Background: an optimization exercise with open tools, aiming at small area. Do not read the settings as production practice.
The RTL was checked by simulation tests, not by an equivalence proof against the original design.

==> flow/design.v <==
package hw_sensor_pkg;
  function automatic logic word_lt(input logic [31:0] a,
                                   input logic [31:0] b);
    logic lt;
    lt = 1'b0;
    for (int i = 0; i < 32; i++) lt = (~a[i] & b[i]) | ((~a[i] | b[i]) & lt);
    word_lt = lt;
  endfunction
endpackage
module hw_sensor_chan (
  input  logic        clk,
  input  logic        i_sample,     
  input  logic [31:0] i_data,
  input  logic        i_pend,       
  input  logic        i_mm_valid,   
  input  logic        i_hi_valid,   
  input  logic        i_lo_valid,   
  input  logic        i_hi_we,
  input  logic        i_lo_we,
  input  logic [31:0] i_wdata,
  output logic [31:0] o_snap,
  output logic [31:0] o_hi,
  output logic [31:0] o_lo,
  output logic [31:0] o_min,
  output logic [31:0] o_max,
  output logic        o_min_take,   
  output logic        o_max_take,   
  output logic        o_alarm_set
);
  logic [31:0] r_snap, r_hi, r_lo, r_min, r_max;
  assign o_min_take = i_pend & (~i_mm_valid | hw_sensor_pkg::word_lt(r_snap, r_min));
  assign o_max_take = i_pend & (~i_mm_valid | hw_sensor_pkg::word_lt(r_max, r_snap));
  always_ff @(posedge clk) begin
    if (i_sample)   r_snap <= i_data;
    if (i_hi_we)    r_hi   <= i_wdata;
    if (i_lo_we)    r_lo   <= i_wdata;
    if (o_min_take) r_min  <= r_snap;
    if (o_max_take) r_max  <= r_snap;
  end
  assign o_alarm_set = i_pend &
                       ((i_hi_valid & hw_sensor_pkg::word_lt(r_hi, r_snap)) |
                        (i_lo_valid & hw_sensor_pkg::word_lt(r_snap, r_lo)));
  assign o_snap = r_snap;
  assign o_hi   = r_hi;
  assign o_lo   = r_lo;
  assign o_min  = r_min;
  assign o_max  = r_max;
endmodule
module hw_sensor_regbank
#(
  parameter int P_NO_CH            = 8,
  parameter int P_SIGNED           = 0,
  parameter int P_S_AXI_ADDR_WIDTH = 10,
  parameter int P_S_AXI_DATA_WIDTH = 32
) (
  input  logic                          clk,
  input  logic                          reset,
  input  logic                          sample_valid,
  input  logic [P_NO_CH-1:0][31:0]      sensor_info,
  input  logic [P_S_AXI_ADDR_WIDTH-1:0] s_apb_paddr,
  input  logic                          s_apb_pwrite,
  input  logic                          s_apb_psel,
  input  logic                          s_apb_penable,
  input  logic [P_S_AXI_DATA_WIDTH-1:0] s_apb_pwdata,
  output logic [P_S_AXI_DATA_WIDTH-1:0] s_apb_prdata,
  output logic                          s_apb_pready,
  output logic                          s_apb_pslverr,
  output logic                          irq
);
  logic [2:0] w_idx;
  logic       w_val, w_hi, w_lo, w_min, w_max, w_blk;
  logic       w_alarm, w_irqen, w_ctrl, w_info;
  logic       w_err, w_wr, w_access;
  assign w_idx   = s_apb_paddr[4:2];
  assign w_val   = s_apb_paddr[9:5] == 5'b00000;
  assign w_hi    = s_apb_paddr[9:5] == 5'b01000;
  assign w_lo    = s_apb_paddr[9:5] == 5'b01100;
  assign w_min   = s_apb_paddr[9:5] == 5'b10100;
  assign w_max   = s_apb_paddr[9:5] == 5'b11000;
  assign w_blk   = s_apb_paddr[9:4] == 6'b100000;
  assign w_alarm = w_blk & (s_apb_paddr[3:2] == 2'd0);
  assign w_irqen = w_blk & (s_apb_paddr[3:2] == 2'd1);
  assign w_ctrl  = w_blk & (s_apb_paddr[3:2] == 2'd2);
  assign w_info  = w_blk & (s_apb_paddr[3:2] == 2'd3);
  assign w_err    = ~(w_val | w_hi | w_lo | w_min | w_max | w_blk) |
                    (s_apb_pwrite & (w_val | w_min | w_max | w_info));
  assign w_access = s_apb_psel & s_apb_penable;
  assign w_wr     = w_access & s_apb_pwrite & ~w_err;
  logic               r_pend;       
  logic               r_snap_vld;   
  logic               r_mm_vld;     
  logic [P_NO_CH-1:0] r_hi_vld, r_lo_vld;
  logic [P_NO_CH-1:0] r_alarm, r_irq_en;
  logic               r_freeze, r_irq;
  logic [31:0]        r_prdata;
  logic               r_pslverr;
  logic               w_sample, w_clr_minmax;
  logic [P_NO_CH-1:0] w_hi_we, w_lo_we, w_alarm_set, w_min_take, w_max_take;
  assign w_sample     = sample_valid & ~r_freeze;
  assign w_clr_minmax = w_wr & w_ctrl & s_apb_pwdata[1];
  logic [31:0] w_snap [P_NO_CH];
  logic [31:0] w_thi  [P_NO_CH];
  logic [31:0] w_tlo  [P_NO_CH];
  logic [31:0] w_mn   [P_NO_CH];
  logic [31:0] w_mx   [P_NO_CH];
  for (genvar gi = 0; gi < P_NO_CH; gi++) begin : g_chan
    assign w_hi_we[gi] = w_wr & w_hi & (w_idx == 3'(gi));
    assign w_lo_we[gi] = w_wr & w_lo & (w_idx == 3'(gi));
    hw_sensor_chan u_chan (
      .clk         (clk),
      .i_sample    (w_sample),
      .i_data      (sensor_info[gi]),
      .i_pend      (r_pend),
      .i_mm_valid  (r_mm_vld),
      .i_hi_valid  (r_hi_vld[gi]),
      .i_lo_valid  (r_lo_vld[gi]),
      .i_hi_we     (w_hi_we[gi]),
      .i_lo_we     (w_lo_we[gi]),
      .i_wdata     (s_apb_pwdata[31:0]),
      .o_snap      (w_snap[gi]),
      .o_hi        (w_thi[gi]),
      .o_lo        (w_tlo[gi]),
      .o_min       (w_mn[gi]),
      .o_max       (w_mx[gi]),
      .o_min_take  (w_min_take[gi]),
      .o_max_take  (w_max_take[gi]),
      .o_alarm_set (w_alarm_set[gi])
    );
  end
  always_ff @(posedge clk) begin
    if (reset) begin
      r_pend     <= 1'b0;
      r_snap_vld <= 1'b0;
      r_mm_vld   <= 1'b0;
      r_hi_vld   <= '0;
      r_lo_vld   <= '0;
      r_alarm    <= '0;
      r_irq_en   <= '0;
      r_freeze   <= 1'b0;
      r_irq      <= 1'b0;
    end else begin
      r_pend     <= w_sample;
      r_snap_vld <= r_snap_vld | w_sample;
      r_mm_vld   <= ~w_clr_minmax & (r_mm_vld | r_pend);
      r_hi_vld   <= r_hi_vld | w_hi_we;
      r_lo_vld   <= r_lo_vld | w_lo_we;
      r_alarm    <= (r_alarm & ~((w_wr & w_alarm) ? s_apb_pwdata[P_NO_CH-1:0] : '0)) | w_alarm_set;
      if (w_wr & w_irqen) r_irq_en <= s_apb_pwdata[P_NO_CH-1:0];
      if (w_wr & w_ctrl)  r_freeze <= s_apb_pwdata[0];
      r_irq      <= |(r_alarm & r_irq_en);
    end
  end
  logic [31:0] w_rdata;
  logic        w_ones;
  always_comb begin
    w_rdata = '0;
    w_ones  = 1'b0;
    for (int i = 0; i < P_NO_CH; i++) begin
      if (w_idx == 3'(i)) begin
        if ((w_val & r_snap_vld) | (w_min & w_min_take[i]) | (w_max & w_max_take[i]))
          w_rdata = w_rdata | w_snap[i];
        if (w_hi & r_hi_vld[i])                  w_rdata = w_rdata | w_thi[i];
        if (w_lo & r_lo_vld[i])                  w_rdata = w_rdata | w_tlo[i];
        if (w_min & ~w_min_take[i] & r_mm_vld)   w_rdata = w_rdata | w_mn[i];
        if (w_max & ~w_max_take[i] & r_mm_vld)   w_rdata = w_rdata | w_mx[i];
        if ((w_hi & ~r_hi_vld[i]) | (w_min & ~w_min_take[i] & ~r_mm_vld)) w_ones = 1'b1;
      end
    end
    if (w_alarm) w_rdata = w_rdata | 32'(r_alarm);
    if (w_irqen) w_rdata = w_rdata | 32'(r_irq_en);
    if (w_ctrl)  w_rdata = w_rdata | 32'(r_freeze);
    if (w_info)  w_rdata = w_rdata | 32'(P_NO_CH);
    if (w_ones)  w_rdata = '1;
  end
  always_ff @(posedge clk) begin
    r_prdata  <= w_rdata;
    r_pslverr <= w_err;
  end
  assign s_apb_prdata  = r_prdata;
  assign s_apb_pready  = w_access;
  assign s_apb_pslverr = r_pslverr;
  assign irq           = r_irq;
endmodule
==> flow/run.sh <==
#!/bin/bash
# synth_recipe.tcl (not shown) runs the flow's synth.tcl, then flattens the netlist and writes it again
# the make line also repeats each setting of config.mk as NAME=value (left out here)
make -C /OpenROAD-flow-scripts/flow DESIGN_CONFIG=/design/flow/config.mk WORK_HOME=/design/flow/orfs CLKGATE_MAP_FILE= SYNTH_SCRIPT=/design/flow/synth_recipe.tcl finish
==> flow/config.mk <==
export PLATFORM = sky130hd
export DESIGN_NAME = hw_sensor_regbank
export DESIGN_NICKNAME = hw_sensor_regbank
export VERILOG_FILES = /design/flow/design.v
export SDC_FILE = /design/flow/constraint.sdc
export NUM_CORES = 4
export LEC_CHECK = 0
export CAP_MARGIN = 20
export CORE_MARGIN = 2
export CORE_UTILIZATION = 40
export SLEW_MARGIN = 20
==> flow/constraint.sdc <==
create_clock -name core_clock -period 6.0 [get_ports {clk}]
set_input_delay 1.2000 -clock core_clock [delete_from_list [all_inputs] [get_ports {clk}]]
set_output_delay 1.2000 -clock core_clock [all_outputs]
set_load 0.01 [all_outputs]
==> notes.md <==
==> state kept, by name (all words and copies together) (netlist names), 32 cells and up <==
name                  flops
g_chan.u_chan.r_hi      256
g_chan.u_chan.r_lo      256
g_chan.u_chan.r_max     256
g_chan.u_chan.r_min     256
g_chan.u_chan.r_snap    256
r_prdata                 32
==> worst max path at each step <==
stage / cells after the start / to / slack, ns / startpoint
after global routing: 17 / r_prdata[16] / 0.01 / g_chan[2].u_chan.r_snap[14]
after CTS: 15 / r_prdata[1] / 0.008 / g_chan[2].u_chan.r_snap[14]
after floorplan: 1 / g_chan[0].u_chan.r_snap[0] / 0.52 / sample_valid
after detailed placement: 15 / r_prdata[1] / -0.34 / g_chan[2].u_chan.r_snap[14]
after global placement: 20 / r_prdata[15] / -1.11 / s_apb_paddr[5]
final: 15 / r_prdata[1] / -0.01 / g_chan[2].u_chan.r_snap[14]
==> final cells by class <==
type / count / area (um2) / share of cell area [%]
clock inverter: 101 / 1170 / 1.42
multi-input combinational: 3559 / 24800 / 30.2
clock buffer: 187 / 4190 / 5.09
tap: 2189 / 2740 / 3.33
sequential: 1350 / 39800 / 48.5
antenna: 14 / 35.0 / 0.0426
timing repair buffer: 845 / 7760 / 9.45
inverter: 429 / 1610 / 1.96
==> per-stage QoR <==
| step | TNS (ns) | instances |
|---|---|---|
| floorplan | 0 | 5540 |
| global placement | -4.25 | 8364 |
| detailed placement | -2.91 | 8365 |
| CTS | 0 | 8653 |
| global route | 0 | 8662 |
| finish | -0.0100 | 8674 |
==> cell families after synthesis <==
family / count (synthesis) / share of synthesized area [%]
muxes: 17 / 0.255
DFF: 1350 / 59.8
and+or+nand+nor: 1387 / 10.6
AOI/OAI and AO/OA: 1783 / 20.2
buffers and inverters: 631 / 3.60
adders and majority gates: 371 / 5.59
xor gates and xnor gates: 1 / 0.0131
==> cell usage after synthesis (17+ instances only) <==
cell	count	area, um2
edfxtp_1	1280	38400
inv_1	416	1560
maj3_1	360	3600
nor2_1	321	1200
nand2_1	302	1130
a22oi_1	221	1660
nand2b_1	217	1360
a21oi_1	205	1030
nor2b_1	196	1230
a222oi_1	187	1870
clkbuf_1	175	657
o21ai_0	165	826
o22ai_1	155	970
a31oi_1	96	601
a221oi_1	83	727
nand3_1	82	410
dfxtp_1	70	1400
nor3_1	59	295
a22o_1	58	508
o221ai_1	58	508
o211ai_1	55	413
a211oi_1	52	390
a221o_1	52	521
nand4_1	50	313
a2111oi_0	48	420
a211o_1	41	359
a21o_1	39	293
a2bb2oi_1	34	298
and3_1	30	188
o2111ai_1	27	236
or3_1	22	138
o2bb2ai_1	21	184
and2_1	19	119
o21a_1	19	143
o31ai_1	18	135
mux2i_1	17	170
==> critical path, cell delays in order, from the launching register on <==
cell and delay, ns:
edfxtp_1 0.45, inv_1 0.16, a2111oi_0 0.57, o211ai_1 0.19
a21oi_1 0.47, o32ai_2 0.23, a221oi_2 0.65, o21ai_1 0.38
or2_2 0.47, buf_12 0.20, a32oi_1 0.34, o2111ai_1 0.33
or3_1 0.59, a221oi_2 0.24, nand4_1 0.29, a211o_1 0.30
==> report_power, final <==
part | internal [mW] | switching, mW
logic | 0.914 | 1.59
clock network | 5.87 | 4.20
registers | 10.8 | 0.692
total | 17.6 | 6.48
==> routing by layer <==
layer	global-route usage (%)	vias up	part of all wire [%]
met4	23.4	16	7.3
met1	52.8	29500	38
met5	0.509	-	0.075
met2	53.7	4761	40
li1	-	23800	-
met3	12.1	797	14
==> repair_timing <==
action                     in CTS  in global routing
resized for setup               1                  5
setup buffers                   0                  2
hold endpoints to repair        0                  0
setup endpoints to repair      17                  9
==> metrics.yaml <==
grt:
  grt_usage_pct: 38.8
  grt_pass1_vias: 53900
  antenna_found_initial: 46
  grt_first_pass_wirelength_um: 451000
  grt_max_degree: 78
  globalRouteOverflowTotal: 0
routing:
  first_iter_violations: 12300
  wl_per_cell_um: 38.9
  viasPerCell: 6.79
  ant_nets: 0
  routed_wl_um: 338000
  via_count: 58900
  first_pass_iters: 10
  drc_errors: 0
place:
  place_area_mm2: 0.0766
  gp_congestion: 1.12
  hpwlAfterDp_um: 258000
  portBuffers: 336
  pre_cts_slack_ns: -0.338
sta:
  fmax_mhz: 166
  fin_ws_ns: -0.0100
  fin_skew_ns: 0.0339
  max-slew-margin-rel_pct: 14.0
  rsz0062_at_grt: "no"
  fin_crit_ns: 6.01
  hold_ws_ns: 0.468
  setup_viol: 1
  final_hold_viol_count: 0
  period_share_pct: 100
  maxSlewViolCount: 0
  tightest_slew_ns: 1.29
clock_network:
  cts-root-buf: "clkbuf_16"
  numClockSinks: 1350
  cts_buffers: 156
  clkLatencyLatePin_ns: 0.84
  cts_tree: "yes"
  cts-hold-fix-buffers: 0
  cts_max_level: 4
  clkTransAtPathRegs_ns: 0.06
  clockBufferDepth: 3
floorplan:
  start_util_pct: 40.4
  core_area_mm2: 0.165
  rows: 149
  dieArea_mm2: 0.170
  fp.dieH_um: 412
  boundaryPins: 339
  die_x_um: 412
worst_setup_path:
  arrival_ns: 6.72
  required_ns: 6.71
  worst_setup_path_start_kind: "flop"
  cp-end-kind: "flop"
  r2r_slack_ns: -0.01
  timing.rr.start: "g_chan[2].u_chan.r_snap[14]"
  r2r_cells: 15
  reg2reg_to: "r_prdata[1]"
  path_class: "flop to flop"
  crit_fanout: 20
job:
  drv_cap: 0
final_layout:
  layout_commonest_cell: "edfxtp_1"
  layout_common_cells: "1280 x edfxtp_1, 457 x buf_4, 415 x inv_1, 360 x maj3_1, 320 x clkdlybuf4s50_1"
  drive_above_1_share_pct: 13.8
  syn_to_final_growth_pct: 23.2
  utilization_pct: 49.7
  nets: 6645
  final_cell_area_mm2: 0.0822
  fillCellCount: 14800
hold_path:
  hold_path_depth: 2
  hold_end: "r_hi_vld[1]"
  worstHoldStart: "r_hi_vld[1]"
  hp-class: "flop to flop"
outcome:
  so_faults: "setup timing"
  status: "failed layout checks"
power_and_ir_drop:
  powerDensity_mw_per_mm2: 293
  p_leak_nw: 28.2
  ir_worst_vdd_uv: 311
  finalPower_mw: 24.1
yosys:
  netlist_instances: 5540
  synth_cell_types: 84
  async_flop_share_pct: 0
  syn-cell-area_mm2: 0.0667
  synth_area_per_cell_um2: 12.0
  yosys_register_bits: 1350
  yosysWarnings: 7
  synth_nets: 5844
  synth_edf_count: 1280
  synth-seq-area-share_pct: 59.8
  synth_top_flop_cell: "edfxtp_1"

[port drivers added, routing unchanged]
Ports are ideal in the flow. The routed layout listed here was re-timed in OpenROAD.
Step 1 (the two cells are an assumption about what drives the block):
set clk [get_ports {clk}]
set_driving_cell -lib_cell sky130_fd_sc_hd__clkbuf_16 $clk
set_driving_cell -lib_cell sky130_fd_sc_hd__buf_2 [delete_from_list [all_inputs] $clk]
Step 2, shift: input delay + t, output delay - t, t = (earliest + latest rising clock arrival at the registers) / 2. This alone moves slack from input paths to output paths.
a / b / c = no drivers / after step 1 / after step 2; a / b = the first two.
t, ns: 0.903
slack for setup (ns): -0.010 / -0.010 / -0.745
worst setup path after step 2: input to register
clock arrival spread, ns: 0.039 / 0.039
The setup slack of this run moves by 0.000 ns with the drivers and by -0.735 ns with both steps.
